Background: an optimization exercise with open tools, aiming at small area. Do not read the settings as production practice.
Where RTL was checked, it was by simulation tests only, not by an equivalence proof against the original.
Power is estimated from default activity; no workload was simulated.

## pepper
## bsr_scheduler
module bsr_scheduler
#(
    parameter int BLOCK_DIM = 8   
) (
    input  wire logic        clk_gated,
    input  wire logic        rst_n,
    input  wire logic        start,
    input  wire logic [15:0] cfg_num_block_rows,
    output logic             meta_rd_en,
    output logic [9:0]       meta_req,
    input  wire logic [31:0] meta_rd_data,
    input  wire logic        meta_rd_valid,
    output logic             block_rd_en,
    output logic [31:0]      block_rd_addr,
    input  wire logic [7:0]  block_rd_data,
    output logic             systolic_valid,
    output logic [8*BLOCK_DIM*BLOCK_DIM-1:0] systolic_block,
    output logic [31:0]      systolic_pos,
    input  wire logic        systolic_ready,
    input  wire logic        systolic_done,
    output logic             busy,
    output logic             done,
    output logic [31:0]      blocks_processed
);
clock: 4.0 ns
lec_check: 0
cap_margin: 20
core_area: 4 4 236 236
die_area: 0 0 240 240
place_density: 0.6
slew_margin: 20
standard.sh (not shown) runs the stock make flow with config.mk's settings and CLKGATE_MAP_FILE= SYNTH_SCRIPT=/design/flow/synth_recipe.tcl, a recipe that flattens the netlist after the stock synthesis.
==> flow/flow/run.sh <==
#!/bin/bash
# Standard ORFS layout, with small port buffers (buf_1) instead of the
# default pick, and the clock tree settings below.
set -euo pipefail
cp config.mk my_config.mk
cat >> my_config.mk <<'MK'
export BUFFER_PORTS_ARGS = -buffer_cell sky130_fd_sc_hd__buf_1
MK
if [[ -f flow/extra.mk ]]; then cat flow/extra.mk >> my_config.mk; fi
sed "s#DESIGN_CONFIG=[^ ]*#DESIGN_CONFIG=$PWD/my_config.mk#" standard.sh > my_standard.sh
bash my_standard.sh > standard_flow.log 2>&1
==> flow/flow/extra.mk <==
export CTS_ARGS = -sink_clustering_enable -repair_clock_nets -dont_use_dummy_load -buf_list sky130_fd_sc_hd__clkbuf_8 -sink_clustering_size 20 -sink_clustering_max_diameter 60
pepper reached the end of the flow, and the finished layout is clean on the timing, DRC and antenna checks.
What ember does differently from pepper at the input level:
==> flow/flow/extra.mk <==
export CTS_ARGS = -sink_clustering_enable -repair_clock_nets -dont_use_dummy_load -buf_list sky130_fd_sc_hd__clkbuf_4 -sink_clustering_size 10 -sink_clustering_max_diameter 40
--- outcome ---
- Having completed the whole flow, ember delivered a layout that passed the timing, DRC and antenna checks.
- Comparing ember against pepper, there is no change at all in maximum buffer depth of the clock tree.
- Re count of clock-net buffers in the final layout: ember is 34 up on pepper.
- Diff pepper and ember: area growth from synthesis to layout lower in pepper
- Between pepper and ember, the final routed wire length divided by cell count is lower for ember.
No functional check of the RTL was part of any run of this note.

Setup of run a:
The RTL this note starts from:
==> flow/design.v <==
`default_nettype none
package bsr_format_pkg;
    typedef enum logic [1:0] {
        META_ROW_PTR = 2'd0,   
        META_COL_IDX = 2'd1    
    } meta_kind_e;
    parameter int META_ADDR_W = 8;    
    parameter int BLK_IDX_W   = 16;   
    parameter int BLK_POS_W   = 16;   
    typedef struct packed {
        meta_kind_e             kind;   
        logic [META_ADDR_W-1:0] addr;   
    } meta_req_t;
endpackage
`default_nettype wire
`default_nettype none
package bsr_sched_pkg;
    typedef enum logic [3:0] {
        IDLE        = 4'd0,    
        ROW_PTR_LO  = 4'd1,    
        ROW_PTR_HI  = 4'd2,    
        CHECK_EMPTY = 4'd3,    
        COL_IDX     = 4'd4,    
        LOAD        = 4'd5,    
        OFFER       = 4'd6,    
        WAIT_DONE   = 4'd7,    
        NEXT_BLOCK  = 4'd8,    
        NEXT_ROW    = 4'd9,    
        FINISH      = 4'd10    
    } sched_state_e;
    typedef struct packed {
        logic [15:0] row;   
        logic [15:0] col;   
    } block_pos_t;
endpackage
`default_nettype wire
`default_nettype none
module bsr_scheduler
#(
    parameter int BLOCK_DIM = 8   
) (
    input  wire logic        clk_gated,
    input  wire logic        rst_n,
    input  wire logic        start,
    input  wire logic [15:0] cfg_num_block_rows,
    output logic             meta_rd_en,
    output logic [9:0]       meta_req,
    input  wire logic [31:0] meta_rd_data,
    input  wire logic        meta_rd_valid,
    output logic             block_rd_en,
    output logic [31:0]      block_rd_addr,
    input  wire logic [7:0]  block_rd_data,
    output logic             systolic_valid,
    output logic [8*BLOCK_DIM*BLOCK_DIM-1:0] systolic_block,
    output logic [31:0]      systolic_pos,
    input  wire logic        systolic_ready,
    input  wire logic        systolic_done,
    output logic             busy,
    output logic             done,
    output logic [31:0]      blocks_processed
);
    localparam int NB = 8 * BLOCK_DIM * BLOCK_DIM;
    localparam logic [2:0] S_IDLE = 3'b000,   
                           S_DONE = 3'b001,   
                           S_B    = 3'b100,   
                           S_W    = 3'b101,   
                           S_P0   = 3'b010,   
                           S_P1   = 3'b011,   
                           S_C    = 3'b110,   
                           S_F    = 3'b111;   
    logic [2:0]    st;
    logic          pend;      
    logic          offer;     
    logic [5:0]    k;         
    logic [7:0]    j;         
    logic [7:0]    row;       
    logic [7:0]    nrows;     
    logic [15:0]   col;       
    logic [NB-9:0] sr;        
    logic       rd_st;
    logic       ack;
    logic [7:0] row_p1;
    logic [7:0] d;
    logic       k_wrap;
    logic       same;
    logic [7:0] diff;      
    logic       last;
    assign rd_st   = st[1];
    assign ack     = pend & meta_rd_valid;
    assign row_p1  = row + 8'd1;
    assign d       = meta_rd_data[7:0];
    assign k_wrap  = (k == 6'd63);   
    assign diff    = j - (d | {8{st == S_W}});
    assign same    = (diff == 8'd0);
    assign last    = (row_p1 == nrows);
    assign busy           = st[2] | st[1];
    assign done           = (st == S_DONE);
    assign meta_rd_en     = rd_st & ~pend;
    assign meta_req[9]    = 1'b0;
    assign meta_req[8]    = (st == S_C);
    assign meta_req[7:0]  = (st == S_C) ? j : row_p1;
    assign block_rd_en    = busy;
    assign block_rd_addr  = {18'd0, j, k | {6{offer}}};
    assign systolic_valid = offer;
    assign systolic_pos   = {8'd0, row, col};
    assign systolic_block = {block_rd_data, sr};
    assign blocks_processed = {24'd0, j};
    always_ff @(posedge clk_gated or negedge rst_n) begin
        if (!rst_n) begin
            st   <= S_IDLE;
            pend  <= 1'b0;
            offer <= 1'b0;
            k     <= 6'd0;
        end else begin
            k <= k + 6'd1;
            if (rd_st) begin
                if (!pend) begin
                    pend <= 1'b1;
                end else if (meta_rd_valid) begin
                    pend <= 1'b0;
                    case (st)
                        S_P0: st <= S_P1;
                        S_P1: begin
                            if (!same)     st <= S_C;
                            else if (last) st <= S_F;
                        end
                        S_C:  st <= S_B;
                        default: st <= S_DONE;   
                    endcase
                end
            end else begin
                case (st)
                    S_B: begin
                        if (offer) begin
                            if (systolic_ready) begin
                                offer <= 1'b0;
                                pend  <= 1'b0;
                                st    <= S_W;
                            end
                        end else if (k_wrap) begin
                            if (!pend) pend <= 1'b1;
                            else offer <= 1'b1;
                        end
                    end
                    S_W: if (systolic_done) st <= S_P1;
                    default: if (start) st <= S_P0;   
                endcase
            end
        end
    end
    always_ff @(posedge clk_gated) begin
        if (!offer) sr <= {block_rd_data, sr[NB-9:8]};
        if (!busy && start) begin
            nrows <= cfg_num_block_rows[7:0];
            row   <= 8'hFF;
        end
        if (ack) begin
            if (st == S_P0 || (st == S_P1 && same)) row <= last ? 8'hFF : row_p1;
            if (st == S_P0) j <= d;
            if (st == S_C) col <= meta_rd_data[15:0];
            if (st == S_F) j <= diff;
        end
        if (st == S_W && systolic_done) j <= diff;
    end
endmodule
`default_nettype wire
export LEC_CHECK = 0
export CAP_MARGIN = 20
export CORE_AREA = 3 3 231 231
export DIE_AREA = 0 0 234 234
export PLACE_DENSITY = 0.6
export SLEW_MARGIN = 20
create_clock -name core_clock -period 4.0 [get_ports {clk_gated}]
==> flow/flow/extra.mk <==
export CTS_ARGS = -sink_clustering_enable -repair_clock_nets -dont_use_dummy_load -buf_list sky130_fd_sc_hd__clkbuf_8 -sink_clustering_size 20 -sink_clustering_max_diameter 60
Scripts as last shown in full above: flow/flow/run.sh
Run a | stages: all done | timing, DRC, antenna: all pass
Relative to run a, the following input files were edited for run b:
--- a/flow/flow/extra.mk
+++ b/flow/flow/extra.mk
@@ -1,0 +2 @@
+export SKIP_REPAIR_TIE_FANOUT = 1
==> comparison <==
Run b completed; timing, DRC and antenna clean
[compare] base=run a new=run b: final core utilization dropped 0.41 points; fraction of layout cells with a size suffix above 1 barely changed; standby leakage power dropped 2.2%; clock latency of the later-clocked register in the worst-skew pair barely changed; worst reg2reg path depth barely changed.

Another version of the RTL of bsr_scheduler (not shown whole).
Size in the first run: ~550 flip-flops, about 690 I/O pins, about 13000 µm² of cells after synthesis.
export LEC_CHECK = 0
export CAP_MARGIN = 20
export CORE_AREA = 3 3 231 231
export DIE_AREA = 0 0 234 234
export PLACE_DENSITY = 0.6
export SLEW_MARGIN = 20
create_clock -name core_clock -period 4.0 [get_ports {clk_gated}]
==> flow/flow/extra.mk <==
export CTS_ARGS = -sink_clustering_enable -repair_clock_nets -dont_use_dummy_load -buf_list sky130_fd_sc_hd__clkbuf_8 -sink_clustering_size 18 -sink_clustering_max_diameter 100
export SKIP_REPAIR_TIE_FANOUT = 1
Scripts as last shown in full above: flow/flow/run.sh
==> next run, changes <==
==> flow/flow/extra.mk (replaced) <==
export CTS_ARGS = -sink_clustering_enable -repair_clock_nets -dont_use_dummy_load -buf_list sky130_fd_sc_hd__clkbuf_8 -sink_clustering_size 20 -sink_clustering_max_diameter 60
export SKIP_REPAIR_TIE_FANOUT = 1
- PLACE_DENSITY: 0.6 -> 0.9
Sequential share of layout area falls by 0.16 points.
Total power went up by about 1%.
First-iteration DRC count climbs by 22%.
Cell area barely changes.
Sequential power barely changes.
Area after synthesis does not change.
Cell count stays flat.
==> next run, changes <==
==> flow/flow/extra.mk (replaced) <==
export CTS_ARGS = -sink_clustering_enable -repair_clock_nets -dont_use_dummy_load -buf_list sky130_fd_sc_hd__clkbuf_4 -root_buf sky130_fd_sc_hd__clkbuf_8 -sink_clustering_size 11 -sink_clustering_max_diameter 40
export SKIP_REPAIR_TIE_FANOUT = 1
- PLACE_DENSITY: 0.9 -> 0.6
- final cell count goes up by 1.5%
- wire length goes down by 11%
- first-iteration DRC count goes down by 44%
- design area is about the same
- clock skew hardly moves
- global-route usage goes down by 1.4 points
==> next run, changes <==
==> flow/flow/extra.mk (replaced) <==
export CTS_ARGS = -sink_clustering_enable -repair_clock_nets -dont_use_dummy_load -buf_list sky130_fd_sc_hd__clkbuf_8 -sink_clustering_size 20 -sink_clustering_max_diameter 60
export SKIP_REPAIR_TIE_FANOUT = 1
- PLACE_DENSITY: 0.6 -> 0.35
Outcome: The new run passed the timing, DRC and antenna checks. Wire length hardly moves. Setup slack gains 0.042 ns. Total power rose by about 1.2%. Design area is about the same. Hold slack is worse by 0.019 ns. Die area is unchanged. Sequential share of layout area barely changes. Global-route usage is about the same.
==> next run, changes <==
- PLACE_DENSITY: 0.35 -> 0.6
- critical path depth stays the same
- total power decreases by 2.6%
- routed wire length decreases by 1.1%

==> static timing again, ports no longer ideal <==
In the flow no input, the clock included, has a driving cell. The finished layouts below were timed again as built, in two steps.
Step 1, drivers: a clkbuf_16 drives clk_gated and a buf_2 each remaining input, both assumed.
Step 2 times the ports against the registers' clock, not the clock port: input delays grow and output delays shrink by t, the midpoint of the rising clock arrivals with the driver on.
Slacks: ideal ports / drivers / drivers and shift; pairs: ideal ports / drivers.
| run | t (ns) | setup slack, ns | worst setup path after step 2 | clock arrival spread, ns | worst register clock-pin slew, ns |
|---|---|---|---|---|---|
| pepper | 0.625 | 0.743 / 0.685 / 0.816 | input to register | 0.071 / 0.071 | 0.11 / 0.11 |
| ember | 0.776 | 0.589 / 0.535 / 0.803 | input to register | 0.096 / 0.095 | 0.11 / 0.11 |
| run a | 0.625 | 0.324 / 0.324 / 0.117 | input to register | 0.059 / 0.060 | 0.12 / 0.12 |
| run b | 0.612 | 0.307 / 0.307 / 0.109 | input to register | 0.072 / 0.072 | 0.12 / 0.12 |
| the first run of note 3 | 0.629 | 0.429 / 0.429 / 0.270 | input to register | 0.055 / 0.055 | 0.12 / 0.12 |
| the second run of note 3 | 0.615 | 0.478 / 0.478 / 0.290 | input to register | 0.067 / 0.068 | 0.12 / 0.12 |
| the third run of note 3 | 0.619 | 0.448 / 0.448 / 0.225 | input to register | 0.086 / 0.087 | 0.11 / 0.11 |
| the fourth run of note 3 | 0.631 | 0.490 / 0.490 / 0.278 | input to register | 0.077 / 0.076 | 0.12 / 0.12 |
| the fifth run of note 3 | 0.637 | 0.426 / 0.426 / 0.233 | input to register | 0.061 / 0.061 | 0.11 / 0.11 |
After both steps every run listed still meets setup and hold. For the third run of note 3, which loses most, drivers alone change the setup slack by 0.000 ns; drivers and shift together by -0.223 ns.
